Source: an optimization exercise on an open RTL-to-GDS flow (aim: small area, a short achievable clock period and few clock cycles). Production flows keep margins and buffers that such runs may drop. The RTL was checked by simulation tests, not by an equivalence proof against the original design. No activity file was given, so power comes from the tool's default toggle rates.

$ cat flow/config.mk
export PLATFORM = sky130hd
export DESIGN_NAME = rolling_hash_pattern_marker_core
export DESIGN_NICKNAME = rolling_hash_pattern_marker_core
export VERILOG_FILES = /design/flow/design.v
export SDC_FILE = /design/flow/constraint.sdc
export NUM_CORES = 4
export LEC_CHECK = 0
export CAP_MARGIN = 20
export CORE_MARGIN = 2
export CORE_UTILIZATION = 35
export PLACE_DENSITY = 0.5
export SLEW_MARGIN = 20
$ cat flow/run.sh
#!/bin/bash
# synth_recipe.tcl (not shown) runs the flow's synth.tcl, then flattens the netlist and writes it again
# the make line also repeats each setting of config.mk as NAME=value (left out here)
make -C /OpenROAD-flow-scripts/flow DESIGN_CONFIG=/design/flow/config.mk WORK_HOME=/design/flow/orfs CLKGATE_MAP_FILE= SYNTH_SCRIPT=/design/flow/synth_recipe.tcl finish
$ cat flow/design.v
`timescale 1ns / 1ps
`default_nettype none
package rhpm_pkg;
   localparam int MAX_PATTERN_DEFAULT = 16;
   localparam logic [7:0] OPEN_MARK  = 8'h5B;
   localparam logic [7:0] CLOSE_MARK = 8'h5D;
   localparam logic [8:0]  SKIP_MAX  = 9'd511;
   localparam logic [15:0] TOTAL_MAX = 16'hFFFF;
   localparam logic [4:0] PAT_LEN_RESET = 5'd1;
   localparam logic [7:0] RADIX_RESET   = 8'd10;
   localparam logic [7:0] MODULUS_RESET = 8'd11;
   localparam int MOD_DVD_W = 16;
   localparam int MOD_STEP  = 4;
   typedef enum logic [2:0] {
      REG_PAT_LO  = 3'd0,
      REG_PAT_HI  = 3'd1,
      REG_PAT_LEN = 3'd2,
      REG_RADIX   = 3'd3,
      REG_MODULUS = 3'd4
   } csr_idx_type;
   typedef enum logic [2:0] {
      MS_PH   = 3'd0,
      MS_LP   = 3'd1,
      MS_GONE = 3'd2,
      MS_SUB  = 3'd3,
      MS_TXT  = 3'd4
   } mod_sel_type;
   typedef struct packed {
      logic        accept;
      logic        prep_init;
      logic        inc_k;
      logic        mod_start;
      mod_sel_type mod_sel;
      logic        check;
      logic        open;
      logic        pat;
      logic        close;
      logic        pos;
      logic        fin;
   } rhpm_cmd_type;
   typedef struct packed {
      logic dirty;
      logic mod_done;
      logic fill_ge_m;
      logic k_zero;
      logic k_last;
      logic j_last;
      logic hit;
      logic has_pos;
      logic pos_last;
      logic out_free;
   } rhpm_sts_type;
   function automatic logic [7:0] pat_byte(input logic [63:0] lo, input logic [63:0] hi,
                                           input logic [6:0] idx);
      logic [63:0] word;
      begin
         word = (idx[3] == 1'b0) ? lo : hi;
         pat_byte = (idx[6:4] != 3'd0) ? 8'd0 : 8'(word >> {idx[2:0], 3'b000});
      end
   endfunction
endpackage
`default_nettype wire
`timescale 1ns / 1ps
`default_nettype none
module rhpm_mod (
   input  wire logic        clock,
   input  wire logic        reset,
   input  wire logic        start,
   input  wire logic [15:0] dividend,
   input  wire logic [7:0]  modulus,
   output logic             done,
   output logic [7:0]       remainder
);
   localparam int CYC   = rhpm_pkg::MOD_DVD_W / rhpm_pkg::MOD_STEP;
   localparam int CNT_W = (CYC > 1) ? $clog2(CYC) : 1;
   logic [15:0]      dvd_ff, dvd_in;
   logic [7:0]       rem_ff, rem_in;
   logic [CNT_W-1:0] cnt_ff, cnt_in;
   logic             busy_ff, busy_in;
   logic             done_ff, done_in;
   logic [8:0]       step_r;
   always_comb begin
      step_r = {1'b0, rem_ff};
      for (int i = 0; i < rhpm_pkg::MOD_STEP; i++) begin
         step_r = {step_r[7:0], dvd_ff[15 - i]};
         if (step_r >= {1'b0, modulus}) begin
            step_r = step_r - {1'b0, modulus};
         end
      end
   end
   always_comb begin
      dvd_in  = dvd_ff;
      rem_in  = rem_ff;
      cnt_in  = cnt_ff;
      busy_in = busy_ff;
      done_in = 1'b0;
      if (start) begin
         dvd_in  = dividend;
         rem_in  = 8'd0;
         cnt_in  = '0;
         busy_in = 1'b1;
      end else if (busy_ff) begin
         rem_in = step_r[7:0];
         dvd_in = dvd_ff << rhpm_pkg::MOD_STEP;
         cnt_in = cnt_ff + 1'b1;
         if (cnt_ff == CNT_W'(CYC - 1)) begin
            busy_in = 1'b0;
            done_in = 1'b1;
         end
      end
   end
   always_ff @(posedge clock) begin
      if (reset) begin
         busy_ff <= 1'b0;
         done_ff <= 1'b0;
      end else begin
         busy_ff <= busy_in;
         done_ff <= done_in;
      end
      dvd_ff <= dvd_in;
      rem_ff <= rem_in;
      cnt_ff <= cnt_in;
   end
   assign done      = done_ff;
   assign remainder = rem_ff;
endmodule
`default_nettype wire
`timescale 1ns / 1ps
`default_nettype none
module rhpm_ctrl (
   input  wire logic                   clock,
   input  wire logic                   reset,
   input  wire logic                   req_valid,
   output logic                        req_stall,
   input  wire rhpm_pkg::rhpm_sts_type sts,
   output rhpm_pkg::rhpm_cmd_type      cmd
);
   typedef enum logic [16:0] {
      ST_IDLE      = 17'b00000000000000001,
      ST_PH_GO     = 17'b00000000000000010,
      ST_PH_WAIT   = 17'b00000000000000100,
      ST_LP_GO     = 17'b00000000000001000,
      ST_LP_WAIT   = 17'b00000000000010000,
      ST_ROLL_GO   = 17'b00000000000100000,
      ST_ROLL_WAIT = 17'b00000000001000000,
      ST_SUB_GO    = 17'b00000000010000000,
      ST_SUB_WAIT  = 17'b00000000100000000,
      ST_TXT_GO    = 17'b00000001000000000,
      ST_TXT_WAIT  = 17'b00000010000000000,
      ST_CHECK     = 17'b00000100000000000,
      ST_OPEN      = 17'b00001000000000000,
      ST_PAT       = 17'b00010000000000000,
      ST_CLOSE     = 17'b00100000000000000,
      ST_POS       = 17'b01000000000000000,
      ST_FIN       = 17'b10000000000000000
   } state_type;
   state_type state_ff, state_in;
   logic      accept;
   assign req_stall = !((state_ff == ST_IDLE) && !sts.dirty);
   assign accept    = req_valid && !req_stall;
   always_comb begin
      state_in = state_ff;
      cmd      = '0;
      cmd.mod_sel = rhpm_pkg::MS_PH;
      case (state_ff)
         ST_IDLE: begin
            if (sts.dirty) begin
               cmd.prep_init = 1'b1;
               state_in      = ST_PH_GO;
            end else if (accept) begin
               cmd.accept = 1'b1;
               state_in   = sts.fill_ge_m ? ST_ROLL_GO : ST_TXT_GO;
            end
         end
         ST_PH_GO: begin
            cmd.mod_start = 1'b1;
            state_in      = ST_PH_WAIT;
         end
         ST_PH_WAIT: begin
            if (sts.mod_done) begin
               if (!sts.k_zero) begin
                  state_in = ST_LP_GO;
               end else if (sts.k_last) begin
                  state_in = ST_IDLE;
               end else begin
                  cmd.inc_k = 1'b1;
                  state_in  = ST_PH_GO;
               end
            end
         end
         ST_LP_GO: begin
            cmd.mod_sel   = rhpm_pkg::MS_LP;
            cmd.mod_start = 1'b1;
            state_in      = ST_LP_WAIT;
         end
         ST_LP_WAIT: begin
            cmd.mod_sel = rhpm_pkg::MS_LP;
            if (sts.mod_done) begin
               if (sts.k_last) begin
                  state_in = ST_IDLE;
               end else begin
                  cmd.inc_k = 1'b1;
                  state_in  = ST_PH_GO;
               end
            end
         end
         ST_ROLL_GO: begin
            cmd.mod_sel   = rhpm_pkg::MS_GONE;
            cmd.mod_start = 1'b1;
            state_in      = ST_ROLL_WAIT;
         end
         ST_ROLL_WAIT: begin
            cmd.mod_sel = rhpm_pkg::MS_GONE;
            if (sts.mod_done) begin
               state_in = ST_SUB_GO;
            end
         end
         ST_SUB_GO: begin
            cmd.mod_sel   = rhpm_pkg::MS_SUB;
            cmd.mod_start = 1'b1;
            state_in      = ST_SUB_WAIT;
         end
         ST_SUB_WAIT: begin
            cmd.mod_sel = rhpm_pkg::MS_SUB;
            if (sts.mod_done) begin
               state_in = ST_TXT_GO;
            end
         end
         ST_TXT_GO: begin
            cmd.mod_sel   = rhpm_pkg::MS_TXT;
            cmd.mod_start = 1'b1;
            state_in      = ST_TXT_WAIT;
         end
         ST_TXT_WAIT: begin
            cmd.mod_sel = rhpm_pkg::MS_TXT;
            if (sts.mod_done) begin
               state_in = ST_CHECK;
            end
         end
         ST_CHECK: begin
            cmd.check = 1'b1;
            if (sts.hit) begin
               state_in = ST_OPEN;
            end else if (sts.has_pos) begin
               state_in = ST_POS;
            end else begin
               state_in = ST_FIN;
            end
         end
         ST_OPEN: begin
            if (sts.out_free) begin
               cmd.open = 1'b1;
               state_in = ST_PAT;
            end
         end
         ST_PAT: begin
            if (sts.out_free) begin
               cmd.pat = 1'b1;
               if (sts.j_last) begin
                  state_in = ST_CLOSE;
               end
            end
         end
         ST_CLOSE: begin
            if (sts.out_free) begin
               cmd.close = 1'b1;
               state_in  = ST_POS;
            end
         end
         ST_POS: begin
            if (sts.out_free) begin
               cmd.pos = 1'b1;
               if (sts.pos_last) begin
                  state_in = ST_FIN;
               end
            end
         end
         ST_FIN: begin
            if (sts.out_free) begin
               cmd.fin  = 1'b1;
               state_in = ST_IDLE;
            end
         end
         default: state_in = ST_IDLE;
      endcase
   end
   always_ff @(posedge clock) begin
      if (reset) begin
         state_ff <= ST_IDLE;
      end else begin
         state_ff <= state_in;
      end
   end
endmodule
`default_nettype wire
`timescale 1ns / 1ps
`default_nettype none
module rhpm_dp #(
   parameter int MAX_PATTERN = 16
) (
   input  wire logic                   clock,
   input  wire logic                   reset,
   input  wire logic [7:0]             req_text_byte,
   input  wire logic                   req_end_of_line,
   input  wire logic                   req_clear_total,
   input  wire logic                   csr_wr,
   input  wire logic [2:0]             csr_index,
   input  wire logic [63:0]            csr_data,
   input  wire rhpm_pkg::rhpm_cmd_type cmd,
   output rhpm_pkg::rhpm_sts_type      sts,
   input  wire logic                   rsp_stall,
   output logic                        rsp_valid,
   output logic [7:0]                  rsp_out_byte,
   output logic                        rsp_line_done,
   output logic                        rsp_line_matched,
   output logic [15:0]                 rsp_total_matches
);
   localparam int IDX_W = (MAX_PATTERN > 1) ? $clog2(MAX_PATTERN) : 1;
   localparam int K_W   = $clog2(MAX_PATTERN + 1);
   logic [63:0] pat_lo_ff, pat_hi_ff;
   logic [4:0]  pat_len_ff;
   logic [7:0]  radix_ff, modulus_ff;
   logic        dirty_ff;
   logic [7:0]     window_ff [MAX_PATTERN];
   logic [K_W-1:0] fill_ff;
   logic [7:0]     th_ff, ph_ff, lp_ff, gone_ff, t_ff;
   logic [8:0]     skip_ff;
   logic           matched_ff;
   logic [15:0]    total_ff;
   logic [7:0]     c_ff;
   logic           eol_ff;
   logic [K_W-1:0] k_ff, j_ff;
   logic        pend_valid_ff;
   logic [7:0]  pend_byte_ff;
   logic        rsp_valid_ff;
   logic [7:0]  rsp_byte_ff;
   logic        rsp_done_ff, rsp_matched_ff;
   logic [15:0] rsp_total_ff;
   logic [K_W-1:0] m_eff, m_last;
   logic [7:0]     q_eff;
   logic           fill_ge_m, exact, hit, out_free;
   logic [15:0]    dvd;
   logic           mod_done;
   logic [7:0]     mod_rem;
   logic [7:0]     lead_byte, pat_k, pat_j;
   logic           cand_valid;
   logic [7:0]     cand_byte;
   logic           rsp_load;
   logic [9:0]     skip_sum;
   always_comb begin
      if (pat_len_ff == 5'd0) begin
         m_eff = K_W'(1);
      end else if (int'(pat_len_ff) > MAX_PATTERN) begin
         m_eff = K_W'(MAX_PATTERN);
      end else begin
         m_eff = K_W'(pat_len_ff);
      end
   end
   assign m_last    = m_eff - 1'b1;
   assign q_eff     = (modulus_ff < 8'd2) ? 8'd2 : modulus_ff;
   assign fill_ge_m = (fill_ff >= m_eff);
   assign lead_byte = window_ff[m_last[IDX_W-1:0]];
   assign pat_k     = rhpm_pkg::pat_byte(pat_lo_ff, pat_hi_ff, 7'(k_ff));
   assign pat_j     = rhpm_pkg::pat_byte(pat_lo_ff, pat_hi_ff, 7'(j_ff));
   always_comb begin
      exact = 1'b1;
      for (int jj = 0; jj < MAX_PATTERN; jj++) begin
         if (jj < int'(m_eff)) begin
            if (window_ff[IDX_W'(int'(m_last) - jj)] !=
                rhpm_pkg::pat_byte(pat_lo_ff, pat_hi_ff, 7'(jj))) begin
               exact = 1'b0;
            end
         end
      end
   end
   assign hit = fill_ge_m && (th_ff == ph_ff) && exact;
   always_comb begin
      case (cmd.mod_sel)
         rhpm_pkg::MS_PH:   dvd = 16'(ph_ff) * 16'(radix_ff) + 16'(pat_k);
         rhpm_pkg::MS_LP:   dvd = 16'(lp_ff) * 16'(radix_ff);
         rhpm_pkg::MS_GONE: dvd = 16'(lead_byte) * 16'(lp_ff);
         rhpm_pkg::MS_SUB:  dvd = 16'(th_ff) + 16'(q_eff) - 16'(gone_ff);
         rhpm_pkg::MS_TXT:  dvd = 16'(t_ff) * 16'(radix_ff) + 16'(c_ff);
         default: dvd = 16'd0;
      endcase
   end
   rhpm_mod u_mod (
      .clock     (clock),
      .reset     (reset),
      .start     (cmd.mod_start),
      .dividend  (dvd),
      .modulus   (q_eff),
      .done      (mod_done),
      .remainder (mod_rem)
   );
   always_comb begin
      cand_valid = 1'b0;
      cand_byte  = rhpm_pkg::OPEN_MARK;
      if (cmd.open) begin
         cand_valid = 1'b1;
      end else if (cmd.pat) begin
         cand_valid = 1'b1;
         cand_byte  = pat_j;
      end else if (cmd.close) begin
         cand_valid = 1'b1;
         cand_byte  = rhpm_pkg::CLOSE_MARK;
      end else if (cmd.pos && (skip_ff == 9'd0)) begin
         cand_valid = 1'b1;
         cand_byte  = window_ff[k_ff[IDX_W-1:0]];
      end
   end
   assign out_free = !rsp_valid_ff || !rsp_stall;
   assign rsp_load = pend_valid_ff && (cand_valid || cmd.fin);
   assign skip_sum = 10'(skip_ff) + 10'(m_eff);
   always_ff @(posedge clock) begin
      if (reset) begin
         pat_lo_ff  <= '0;
         pat_hi_ff  <= '0;
         pat_len_ff <= rhpm_pkg::PAT_LEN_RESET;
         radix_ff   <= rhpm_pkg::RADIX_RESET;
         modulus_ff <= rhpm_pkg::MODULUS_RESET;
         dirty_ff   <= 1'b1;
      end else begin
         if (csr_wr) begin
            case (csr_index)
               rhpm_pkg::REG_PAT_LO:  pat_lo_ff  <= csr_data;
               rhpm_pkg::REG_PAT_HI:  pat_hi_ff  <= csr_data;
               rhpm_pkg::REG_PAT_LEN: pat_len_ff <= csr_data[4:0];
               rhpm_pkg::REG_RADIX:   radix_ff   <= csr_data[7:0];
               rhpm_pkg::REG_MODULUS: modulus_ff <= csr_data[7:0];
               default:     ;
            endcase
         end
         if (csr_wr) begin
            dirty_ff <= 1'b1;
         end else if (cmd.prep_init) begin
            dirty_ff <= 1'b0;
         end
      end
   end
   always_ff @(posedge clock) begin
      if (reset) begin
         fill_ff    <= '0;
         th_ff      <= 8'd0;
         skip_ff    <= 9'd0;
         matched_ff <= 1'b0;
         total_ff   <= 16'd0;
      end else begin
         if (cmd.accept && req_clear_total) begin
            total_ff <= 16'd0;
         end
         if (mod_done && (cmd.mod_sel == rhpm_pkg::MS_TXT)) begin
            th_ff <= mod_rem;
            if (int'(fill_ff) < MAX_PATTERN) begin
               fill_ff <= fill_ff + 1'b1;
            end
         end
         if (cmd.check && hit) begin
            matched_ff <= 1'b1;
            if (total_ff != rhpm_pkg::TOTAL_MAX) begin
               total_ff <= total_ff + 16'd1;
            end
         end
         if (cmd.close) begin
            skip_ff <= (skip_sum > 10'(rhpm_pkg::SKIP_MAX)) ? rhpm_pkg::SKIP_MAX : skip_sum[8:0];
         end
         if (cmd.pos && (skip_ff != 9'd0)) begin
            skip_ff <= skip_ff - 9'd1;
         end
         if (cmd.fin && eol_ff) begin
            fill_ff    <= '0;
            th_ff      <= 8'd0;
            skip_ff    <= 9'd0;
            matched_ff <= 1'b0;
         end
      end
   end
   always_ff @(posedge clock) begin
      if (cmd.accept) begin
         c_ff   <= req_text_byte;
         eol_ff <= req_end_of_line;
         t_ff   <= th_ff;
      end
      if (cmd.prep_init) begin
         ph_ff <= 8'd0;
         lp_ff <= 8'd1;
         k_ff  <= '0;
      end
      if (cmd.inc_k) begin
         k_ff <= k_ff + 1'b1;
      end
      if (mod_done) begin
         case (cmd.mod_sel)
            rhpm_pkg::MS_PH:   ph_ff   <= mod_rem;
            rhpm_pkg::MS_LP:   lp_ff   <= mod_rem;
            rhpm_pkg::MS_GONE: gone_ff <= mod_rem;
            rhpm_pkg::MS_SUB:  t_ff    <= mod_rem;
            rhpm_pkg::MS_TXT: begin
               for (int i = MAX_PATTERN - 1; i > 0; i--) begin
                  window_ff[i] <= window_ff[i - 1];
               end
               window_ff[0] <= c_ff;
            end
            default: ;
         endcase
      end
      if (cmd.check) begin
         k_ff <= fill_ge_m ? m_last : fill_ff - 1'b1;
      end
      if (cmd.open) begin
         j_ff <= '0;
      end
      if (cmd.pat) begin
         j_ff <= j_ff + 1'b1;
      end
      if (cmd.pos && (k_ff != '0)) begin
         k_ff <= k_ff - 1'b1;
      end
   end
   always_ff @(posedge clock) begin
      if (reset) begin
         pend_valid_ff <= 1'b0;
         rsp_valid_ff  <= 1'b0;
      end else begin
         if (cand_valid) begin
            pend_valid_ff <= 1'b1;
         end else if (cmd.fin) begin
            pend_valid_ff <= 1'b0;
         end
         rsp_valid_ff <= rsp_load | (rsp_valid_ff & rsp_stall);
      end
      if (cand_valid) begin
         pend_byte_ff <= cand_byte;
      end
      if (rsp_load) begin
         rsp_byte_ff    <= pend_byte_ff;
         rsp_done_ff    <= cmd.fin && eol_ff;
         rsp_matched_ff <= cmd.fin && eol_ff && matched_ff;
         rsp_total_ff   <= total_ff;
      end
   end
   always_comb begin
      sts.dirty     = dirty_ff;
      sts.mod_done  = mod_done;
      sts.fill_ge_m = fill_ge_m;
      sts.k_zero    = (k_ff == '0);
      sts.k_last    = (k_ff == m_last);
      sts.j_last    = (j_ff == m_last);
      sts.hit       = hit;
      sts.has_pos   = fill_ge_m || eol_ff;
      sts.pos_last  = !eol_ff || (k_ff == '0);
      sts.out_free  = out_free;
   end
   assign rsp_valid         = rsp_valid_ff;
   assign rsp_out_byte      = rsp_byte_ff;
   assign rsp_line_done     = rsp_done_ff;
   assign rsp_line_matched  = rsp_matched_ff;
   assign rsp_total_matches = rsp_total_ff;
endmodule
`default_nettype wire
`timescale 1ns / 1ps
`default_nettype none
module rolling_hash_pattern_marker_core #(
   parameter int MAX_PATTERN = rhpm_pkg::MAX_PATTERN_DEFAULT
) (
   input  wire logic        clock,
   input  wire logic        reset,
   input  wire logic        req_valid,
   output logic             req_stall,
   input  wire logic [7:0]  req_text_byte,
   input  wire logic        req_end_of_line,
   input  wire logic        req_clear_total,
   output logic             rsp_valid,
   input  wire logic        rsp_stall,
   output logic [7:0]       rsp_out_byte,
   output logic             rsp_line_done,
   output logic             rsp_line_matched,
   output logic [15:0]      rsp_total_matches,
   input  wire logic        csr_valid,
   output logic             csr_ready,
   input  wire logic [2:0]  csr_index,
   input  wire logic [63:0] csr_data
);
   rhpm_pkg::rhpm_cmd_type cmd;
   rhpm_pkg::rhpm_sts_type sts;
   assign csr_ready = 1'b1;
   rhpm_ctrl u_ctrl (
      .clock     (clock),
      .reset     (reset),
      .req_valid (req_valid),
      .req_stall (req_stall),
      .sts       (sts),
      .cmd       (cmd)
   );
   rhpm_dp #(
      .MAX_PATTERN (MAX_PATTERN)
   ) u_dp (
      .clock             (clock),
      .reset             (reset),
      .req_text_byte     (req_text_byte),
      .req_end_of_line   (req_end_of_line),
      .req_clear_total   (req_clear_total),
      .csr_wr            (csr_valid & csr_ready),
      .csr_index         (csr_index),
      .csr_data          (csr_data),
      .cmd               (cmd),
      .sts               (sts),
      .rsp_stall         (rsp_stall),
      .rsp_valid         (rsp_valid),
      .rsp_out_byte      (rsp_out_byte),
      .rsp_line_done     (rsp_line_done),
      .rsp_line_matched  (rsp_line_matched),
      .rsp_total_matches (rsp_total_matches)
   );
endmodule
`default_nettype wire
$ cat flow/constraint.sdc
create_clock -name core_clock -period 11.0 [get_ports {clock}]
set_input_delay 2.2000 -clock core_clock [delete_from_list [all_inputs] [get_ports {clock}]]
set_output_delay 2.2000 -clock core_clock [all_outputs]
set_load 0.01 [all_outputs]
==> impl_results.md <==
* Result of the run: complete, no violations
* Worst Tran Pin Value at ~1.3 ns
* Clock tree buffer depth at 3
* Critical path type: flop to flop
* Family with the most delay on the worst path: adder cells
* Number of flops mapped to enable cells by yosys at slightly above 200
* Post-Syn Nets at around 6000
* Top flip-flop cell by instance count after synthesis: dfxtp_1
* Routability cong. at about 1.1
* Leak at between 15 and 20 nW
* Syn Std Cell Area at ~45000 um2
* Via-per-instance ratio at approximately 6.5
* Vias in the first global route at approximately 42000
* Maximum frequency from static timing analysis at 98.09 MHz
* Required arrival time at the worst endpoint at between 10 and 15 ns
* Share of synthesized area occupied by flip-flops and latches at 24.49%
* Antenna Nets Post-Route at 0
* Post-synth top cells: nand2_1 (865), a21oi_1 (456), clkbuf_1 (393)
* Total setup violations reported at the end of the flow at 0
* Yosys top cell by area: edfxtp_1
* Share of synthesized flip-flops with an asynchronous set or reset at 0%
* Yosys synthesis warning count at 4
* Cell count after placement at between 6000 and 7000
* Global-route wire length before repair at between 300 and 400 mm
* CTS sink count at roughly 450
* Area growth, synth to finish at 10.02%
* Critical path fanouts, max at 27
* Final-layout setup total negative slack at 0 ns
* DIE WIDTH at about 360 um
* Buffers added on ports at ~110
* Nets@finish at ~5800
* Largest net degree at the start of global routing at 87
* Hold WS at between 0.4 and 0.5 ns
* Die area at about 130000 um2
* Number of H-tree levels at 2
* Final hold viol count at 0
* Starting DRT DRC Count at around 7000
* Drt first pass iters at 10
* Effective utilization at floorplan at a little over a third
* Count of buffering cells on the critical path with inverters included at 5
* Highest cell delay on the worst timing path at between 0.9 and 1 ns
* Data arrival at the endpoint of the critical path at about 11 ns
* Layout Skew at about 0.067 ns
* Antenna violations before repair at 13
* Pwr Total at ~8.4 mW
* Post-detail-place hpwl at 161.8 mm
* Area share of the largest cell type after synthesis at between 10% and 20%
* Die outline height at 362.9 um
* Most common cell type on the critical path: a21oi_1
* Count of mapped cells out of synthesis at 5497
* Capturing element type of the critical path: flop
* Count of different cell masters after synthesis at around 120
* Library cell used as clock root buffer: clkbuf_16
* Count of unresolved DRC violations after routing at 0
* TritonCTS clock tree: done
* Worst setup slack after placement at about 0.41 ns
* Total global routing overflow at 0
* Largest cells by area after synthesis: edfxtp_1 (14%), dfxtp_1 (11%), fa_1 (7.4%)
* Setup repair after global routing missed its margin: no
* Final WS setup at 0.8057 ns
* CTS Hold Bufs at 0
* Filler cell count in the final layout at ~13000
* Routed wire length at 219.3 mm
* Worst-Skew Late Latency at slightly above 0.7 ns
* Period utilization at between 90 and 100%
* Core Box Area at 127700 um2
* Site row count at around 130
* Total number of vias at 45470
* Aggregate global-route resource usage at ~32%
* Number of primary I/O pins at about 110
* HP Class: flop to flop
* Cell type of the slowest stage on the worst timing path: mux2i_1
* Critical path startpoint category: flop
* Layout cell share with drive strength beyond 1 at 9.379%
* Clock period minus worst slack at about 10 ns
* Max-cap violations at 0
* Slew Viols, Final at 0
* Avg Cell Area, Syn at just over 8 um2
* Register bit count reported by yosys at ~450
* Filler-free cell count of the finished design at between 7000 and 8000
* Most numerous cell in the Yosys netlist: nand2_1
* Number of CTS-inserted buffers at 55
* Headroom to the max-slew limit at 10.38%
* Ratio of total power to cell area at 169.8 nW/um2
* Peak supply drop at roughly 540 uV
* Reg clk slew, reported paths at approximately 0.06 ns
* Mean routed wirelength per cell at about 31 um
-- layout make-up --
cell class	count	area, um2	share of cell area (%)
multi-input combinational	4186	30930	62.34
clock inverter	25	256.5	0.5171
sequential	449	11040	22.26
clock buffer	79	1558	3.140
inverter	332	1254	2.527
antenna	1	2.502	0.005045
timing repair buffer	292	2490	5.019
tap	1662	2079	4.192
-- through the flow --
step	util (%)	area, um2
final	38.85	49610
after global routing	38.85	49610
after CTS	38.71	49420
after detailed placement	37.29	47610
after global placement	37.26	47580
after floorplan	-	45090
-- cells by family (layout without fill, tap and decap cells) --
group           count (synthesis)  after routing  share of synthesized area [%]
flops                         449            449                          24.49
buf+inv                       862            728                          7.471
compound gates               1540           1540                          23.50
mux                           248            248                          8.120
xor+xnor                      212            212                          4.193
fa+ha+maj                     401            401                          13.91
simple gates                 1784           1784                          18.31
other cells                     1              2                       0.008317
-- metal layers --
metal,vias to the layer above,part of all wire [%],GRT usage [%]
met5,-,0.13,0.9078
met4,20,4.2,11.63
met3,491,13,10.71
met2,2930,40,45.35
met1,22440,42,45.70
li1,19600,-,-
-- where the power goes --
| group | total (mW) | switching (mW) | internal, mW | leakage, nW |
|---|---|---|---|---|
| Combinational | 4.54 | 2.68 | 1.86 | 14.3 |
| Sequential | 2.02 | 0.184 | 1.84 | 3.84 |
| Clock | 1.87 | 0.806 | 1.06 | 0.890 |
| Total | 8.42 | 3.67 | 4.76 | 19.1 |
-- cells in the final DEF (no fill, tap or decap), types with 31 or more instances in the layout --
cell type,Yosys,final
nand2_1,865,863
a21oi_1,456,456
inv_1,323,322
dfxtp_1,244,244
nor2_1,241,240
ha_1,234,223
edfxtp_1,205,205
a22oi_1,198,198
buf_4,5,179
nand3_1,168,168
fa_1,167,167
o21ai_0,170,166
xnor2_1,131,131
and2_1,130,129
clkdlybuf4s50_1,0,108
mux2i_1,112,106
mux4_2,89,89
a222oi_1,86,86
nor3_1,85,83
xor2_1,78,78
a22o_1,67,67
a221oi_1,57,57
a31oi_1,62,57
clkbuf_16,0,56
nand4_1,51,51
o22ai_1,49,49
and3_1,48,48
a21o_1,44,44
mux2_2,43,43
nand2b_1,43,42
a211oi_1,41,39
nor2b_1,31,31
-- final timing paths --
| check | endpoint | cells past startpoint | from | slack, ns |
|---|---|---|---|---|
| worst max register to register | u_dp.u_mod.dvd_ff[15] | 33 | u_dp.pat_len_ff[4] | 0.81 |
| worst max-delay path | u_dp.u_mod.dvd_ff[15] | 33 | u_dp.pat_len_ff[4] | 0.81 |
| worst min-delay path | u_dp.rsp_byte_ff[3] | 0 | u_dp.pend_byte_ff[3] | 0.42 |
| worst min register to register | u_dp.rsp_byte_ff[3] | 0 | u_dp.pend_byte_ff[3] | 0.42 |
-- sequential cells by signal, summed over array words and instances, names as in the netlist, 9 cells and up --
name / flops
u_dp.pat_lo_ff: 64
u_ctrl.state_ff: 17
u_dp.total_ff: 16
u_dp.skip_ff: 9
u_dp.u_mod.dvd_ff: 16
u_dp.window_ff: 128
u_dp.pat_hi_ff: 64
u_dp.rsp_total_ff: 16
-- repair_timing --
action / in CTS / in global routing
endpoints found under the setup margin: 0 / 8
gates resized for setup: 0 / 10
setup buffers: 0 / 6
Testbench counts, summed over its fixed seeds: cycles 301,436.

## separate check: timing with driven ports
No port has a modelled driver above. Below, the same layout with a new extraction and two added sets of constraints. Step 1 (the two cells are an assumption about what drives the block):
set clk [get_ports {clock}]
set_driving_cell -lib_cell sky130_fd_sc_hd__clkbuf_16 $clk
set_driving_cell -lib_cell sky130_fd_sc_hd__buf_2 [delete_from_list [all_inputs] $clk]
Step 2 moves the port delays by t, midway between the first and last clock arrival at a register: inputs arrive t later, outputs are due t later. That takes back most of the time a late clock gives input paths. a / b / c = ideal ports / drivers / drivers and shift; a / b = the first two.
shift t [ns]: 0.754
setup slack, ns: 0.806 / 0.806 / 0.806
worst slew at a driven data input, ns: 0.09
pins driven straight from the clock port: 1
After both steps setup and hold are still met in this run. For this run, drivers alone change the setup slack by 0.000 ns; drivers and shift together by 0.000 ns.
